This is an optimization exercise on Yosys and OpenROAD, whose aim is small area, not a production implementation. Only simulation tests tie the RTL to the original design; equivalence was not proved. No activity file was given, so power comes from the tool's default toggle rates.

Setup of run 1:
==> flow/design.v (excerpt) <==
module box_overlay_top #(
    parameter int H_ACTIVE  = 1280,
    parameter int H_FRONT   = 110,
    parameter int H_SYNC    = 40,
    parameter int H_BACK    = 220,
    parameter int V_ACTIVE  = 720,
    parameter int V_FRONT   = 5,
    parameter int V_SYNC    = 5,
    parameter int V_BACK    = 20,
    parameter int NUM_BOXES = 24
) (
    input  logic                 pix_clk,
    input  logic                 rst_n_i,
    input  logic                 rx_valid_i,    
    input  logic [7:0]           rx_byte_i,
    input  overlay_pkg::rgb565_t pix_rgb565_i,  
    output logic                 pix_req_o,
    output logic                 vs_o,
    output logic                 hs_o,
    output logic                 de_o,
    output logic [7:0]           r_o,
    output logic [7:0]           g_o,
    output logic [7:0]           b_o
);
    logic [11:0] k;
    logic        kwrap;
    logic [9:0]  u;
    logic        raster_de, raster_hs, raster_vs;
    logic        pend, land;
    logic [4:0]  spos;
    logic [41:0] st;
    logic        vx;
    logic        hit;
    logic        mark_hit, mark_de, mark_hs, mark_vs;
    video_timing i_video_timing (
        .pix_clk (pix_clk),
        .rst_n_i (rst_n_i),
        .k_o     (k),
        .kwrap_o (kwrap),
        .u_o     (u),
        .de_o    (raster_de),
        .hs_o    (raster_hs),
        .vs_o    (raster_vs)
    );
    assign pix_req_o = raster_de;
    box_loader #(.NUM_BOXES(NUM_BOXES)) i_box_loader (
        .pix_clk    (pix_clk),
        .rst_n_i    (rst_n_i),
        .rx_valid_i (rx_valid_i),
        .rx_byte_i  (rx_byte_i),
        .pend_o     (pend),
        .spos_o     (spos),
        .land_o     (land),
        .st_o       (st),
        .vx_o       (vx)
    );
    border_hit #(.NUM_BOXES(NUM_BOXES)) i_border_hit (
        .pix_clk  (pix_clk),
        .rst_n_i  (rst_n_i),
        .k_i      (k),
        .kwrap_i  (kwrap),
        .u_i      (u),
        .pend_i   (pend),
        .spos_i   (spos),
        .land_i   (land),
        .st_i     (st),
        .vx_i     (vx),
        .hit_o    (hit)
    );
    always_ff @(posedge pix_clk or negedge rst_n_i)
    begin
        if (!rst_n_i)
        begin
            mark_hit <= 1'b0;
            mark_de  <= 1'b0;
  ...
Size in the first run: roughly 2,700 cells after synthesis.
export LEC_CHECK = 0
export ABC_AREA = 1
export CAP_MARGIN = 20
export CORE_MARGIN = 2
export CORE_UTILIZATION = 70
export CTS_BUF_LIST = sky130_fd_sc_hd__clkbuf_8
export CTS_CLUSTER_DIAMETER = 55
export CTS_CLUSTER_SIZE = 18
export PLACE_DENSITY = 0.78
export SLEW_MARGIN = 20
create_clock -name core_clock -period 6.0 [get_ports {pix_clk}]
standard.sh (not shown) runs the stock make flow with config.mk's settings and CLKGATE_MAP_FILE= SYNTH_SCRIPT=/design/flow/synth_recipe.tcl, a recipe that flattens the netlist after the stock synthesis.
==> flow/flow/run.sh <==
#!/bin/bash
# The standard layout (standard.sh, with the standard flow's synthesis script), with
# three changes to how the layout is made:
#  - ABC maps the logic with the area script in flow/abc_area.script (more
#    optimisation, and ABC's area mapper; ABC_AREA=1 is set in config.mk),
#    and adders are left to ABC too instead of being mapped to adder cells
#    first (ADDER_MAP_FILE empty); both touch the combinational logic only,
#    so the registers are the same;
#  - the clock tree is built without dummy loads;
#  - the port buffers are sky130_fd_sc_hd__buf_1.
# The make output goes to flow.log here; each tool's log stays in orfs/logs.
set -euo pipefail
here=$(pwd)
rm -rf "$here/scripts"
cp -r "$FLOW_HOME/scripts" "$here/scripts"
cp "$here/flow/abc_area.script" "$here/scripts/abc_area.script"
export SCRIPTS_DIR="$here/scripts"
export ADDER_MAP_FILE=
export CTS_ARGS="-sink_clustering_enable -repair_clock_nets -dont_use_dummy_load -buf_list sky130_fd_sc_hd__clkbuf_8 -sink_clustering_size 18 -sink_clustering_max_diameter 55"
export BUFFER_PORTS_ARGS="-buffer_cell sky130_fd_sc_hd__buf_1"
bash standard.sh > flow.log 2>&1
==> flow/flow/abc_area.script <==
strash
dc2
dch -f
amap
mfs3 -ae
strash
dc2
dch -f
amap
mfs3 -ae
topo
Run 1 was carried through to the last stage, and its layout satisfied the timing, design-rule and antenna checks.
Relative to run 1, the following input files were edited for run 2:
Settings: CORE_UTILIZATION: 70 -> 55; ABC_AREA: 1 -> unset; CTS_CLUSTER_SIZE: 18 -> 16; CTS_CLUSTER_DIAMETER: 55 -> 50; PLACE_DENSITY: 0.78 -> unset.
==> flow/flow/run.sh <==
#!/bin/bash
# The standard layout (bash standard.sh, unchanged synthesis), with the clock
# tree built without dummy loads. The make output goes to flow.log here; the
# tools' own logs stay under orfs/logs.
set -euo pipefail
export CTS_ARGS="-sink_clustering_enable -repair_clock_nets -dont_use_dummy_load -buf_list sky130_fd_sc_hd__clkbuf_8 -sink_clustering_size 20 -sink_clustering_max_diameter 60"
bash standard.sh > flow.log 2>&1
removed: flow/flow/abc_area.script
[summary]
For the area of the multi-input gates, run 2 came in 43% higher than run 1 did. Changes observed in run 2 relative to run 1: initial standard-cell utilization of the core lower, met3 track utilization from global routing increased 0.47 points, first-pass iteration count of the detailed router shows a reduction of 1, utilization fell by 17 points. Run 2 vs run 1: fraction of layout instances using a drive strength above 1 up in run 2. Going from run 1 to run 2, total net switching power grew by more than a quarter. Between run 2 and run 1, the minimum hold slack figures differ only marginally. Across both runs, final area was higher for run 2 than for run 1. Looking at non-clock buffer count, run 2 sits about 3% higher than run 1 does. Going from run 1 to run 2, the number of cells on the critical path was found to have gone down by 15. A highest metal layer used by the detailed router of met4 is what run 1 shows, while met5 belongs to run 2.
### run 2 -> run 3
Settings: a change of CTS_CLUSTER_SIZE from 16 to 18; an added ABC_AREA of 1; a change of CTS_CLUSTER_DIAMETER from 50 to 55.
==> flow/flow/run.sh <==
#!/bin/bash
# The standard layout (standard.sh, with the standard flow's synthesis script), with
# three changes to how the layout is made:
#  - ABC maps the logic with the area script in flow/abc_area.script (more
#    optimisation, and ABC's area mapper; ABC_AREA=1 is set in config.mk),
#    and adders are left to ABC too instead of being mapped to adder cells
#    first (ADDER_MAP_FILE empty); both touch the combinational logic only,
#    so the registers are the same;
#  - the clock tree is built without dummy loads;
#  - the port buffers are sky130_fd_sc_hd__buf_1.
# The make output goes to flow.log here; each tool's log stays in orfs/logs.
set -euo pipefail
here=$(pwd)
rm -rf "$here/scripts"
cp -r "$FLOW_HOME/scripts" "$here/scripts"
cp "$here/flow/abc_area.script" "$here/scripts/abc_area.script"
export SCRIPTS_DIR="$here/scripts"
export ADDER_MAP_FILE=
export CTS_ARGS="-sink_clustering_enable -repair_clock_nets -dont_use_dummy_load -buf_list sky130_fd_sc_hd__clkbuf_8 -sink_clustering_size 18 -sink_clustering_max_diameter 55"
export BUFFER_PORTS_ARGS="-buffer_cell sky130_fd_sc_hd__buf_1"
bash standard.sh > flow.log 2>&1
==> flow/flow/abc_area.script (new file) <==
strash
dc2
dch -f
amap
mfs3 -ae
strash
dc2
dch -f
amap
mfs3 -ae
topo
Results
- Looking at the reports, run 3 completed the entire flow and the layout it produced met the timing, design-rule and antenna checks.
- Changes observed in run 3 relative to run 2: number of DRC markers in iteration 0 saw a decrease, sequential fraction of design power grew by 4.1 points.
- Diff run 2 -> run 3: internal power consumption fell about 11%; final core area utilization rose 0.24 points.
### run 3 -> run 4
Settings: CORE_UTILIZATION changed from 55 to 70; SLEW_MARGIN changed from 20 to 5; PLACE_DENSITY newly set to 0.78; CAP_MARGIN changed from 20 to 5.
Notes after the runs:
Changes observed in run 4 relative to run 3: first-pass GRT wire length now sits lower, combinational power now sits at about the same level, die height now sits lower, initial DRC count now sits higher. Summary of the comparison: worst hold margin is higher in run 4, relative to run 3. Pin slew with the least headroom to its limit for run 4: 0.21 ns up relative to run 3. Compared with run 3, run 4 shows final weighted congestion in routability-driven placement higher by 8.2%. Going from run 3 to run 4, final worst-path setup slack shrinks by 0.011 ns. Of run 3 and run 4, run 3 shows the higher number of cells after detailed placement, with run 4 below it.
diff inputs: run 4 => run 5
Settings: PLACE_DENSITY removed (was 0.78); SLEW_MARGIN changed from 5 to 20; CAP_MARGIN changed from 5 to 20; CORE_UTILIZATION changed from 70 to 55.
--- a/flow/flow/run.sh
+++ b/flow/flow/run.sh
@@ -5,4 +5,2 @@
-#    optimisation, and ABC's area mapper; ABC_AREA=1 is set in config.mk),
-#    and adders are left to ABC too instead of being mapped to adder cells
-#    first (ADDER_MAP_FILE empty); both touch the combinational logic only,
-#    so the registers are the same;
+#    optimisation rounds than ORFS's; ABC_AREA=1 is set in config.mk); it
+#    runs on the combinational logic only, so the registers are the same;
@@ -18 +15,0 @@
-export ADDER_MAP_FILE=
==> flow/flow/abc_area.script <==
strash
dc2
&get -n
&st
&dch -f
&nf -R 1000
&put
mfs3 -ae
topo
stime -c
buffer -c
upsize -c
dnsize -c
Global-route track usage on met2 for run 5: 17 points down relative to run 4. Going from run 4 to run 5, number of vias after detailed routing decreased by 523 relative to the old numbers, synthesized cell count level, post-route worst setup slack has increased. Looking at slowest cell on the critical path, the nor2b_1 result is from run 5; the dfstp_2 one comes from run 4. Delta(slew at the pin with the worst max-slew slack, run 5 - run 4) < 0.
#### Input delta (run 6 over run 5)
Settings: CORE_UTILIZATION now 80, was 55; PLACE_DENSITY now 0.88, previously not set.
--- a/flow/flow/run.sh
+++ b/flow/flow/run.sh
@@ -5,2 +5,4 @@
-#    optimisation rounds than ORFS's; ABC_AREA=1 is set in config.mk); it
-#    runs on the combinational logic only, so the registers are the same;
+#    optimisation, and ABC's area mapper; ABC_AREA=1 is set in config.mk),
+#    and adders are left to ABC too instead of being mapped to adder cells
+#    first (ADDER_MAP_FILE empty); both touch the combinational logic only,
+#    so the registers are the same;
@@ -15,0 +18 @@
+export ADDER_MAP_FILE=
==> flow/flow/abc_area.script <==
strash
dc2
dch -f
amap
mfs3 -ae
strash
dc2
dch -f
amap
mfs3 -ae
topo
Summary of run 6 over run 5: post-layout instance count excluding filler cells dropped about 7%; number of vias after detailed routing has increased; final-layout clock-cell area share saw little to no change.
Run 5 → run 6: count of state elements after synthesis ~0 delta; logic depth of the worst setup path including buffers +7; total number of multi-input combinational cells -41.
Cell type of the slowest stage on the worst timing path = dfrtp_1: run 6; cell type of the slowest stage on the worst timing path = nor2b_1: run 5
Nothing crashed in run 6 and all stages finished; the problem is that the final layout failed, the offending checks being negative setup slack.

==> re-timing with driven ports <==
No port has a modelled driver above. Below, the same layouts with a new extraction and two added sets of constraints.
Step 1, drivers: a clkbuf_16 drives pix_clk and a buf_2 each remaining input, both assumed.
Step 2, shift: input delay + t, output delay - t, t = (earliest + latest rising clock arrival at the registers) / 2. This alone moves slack from input paths to output paths.
a / b / c = ideal / step 1 / step 2; a / b = the first two.
| run | t, ns | slack for setup (ns) | worst setup path at the end | cell pins on the clock port's net |
|---|---|---|---|---|
| run 1 | 0.708 | 0.678 / 0.678 / 0.678 | register to register | 1 |
| run 2 | 0.729 | 1.732 / 1.732 / 1.732 | register to register | 1 |
| run 3 | 0.713 | 0.685 / 0.685 / 0.685 | register to register | 1 |
| run 4 | 0.710 | 0.674 / 0.674 / 0.674 | register to register | 1 |
| run 5 | 0.734 | 1.367 / 1.367 / 1.367 | register to register | 1 |
| run 6 | 0.737 | -0.119 / -0.119 / -0.119 | register to register | 1 |
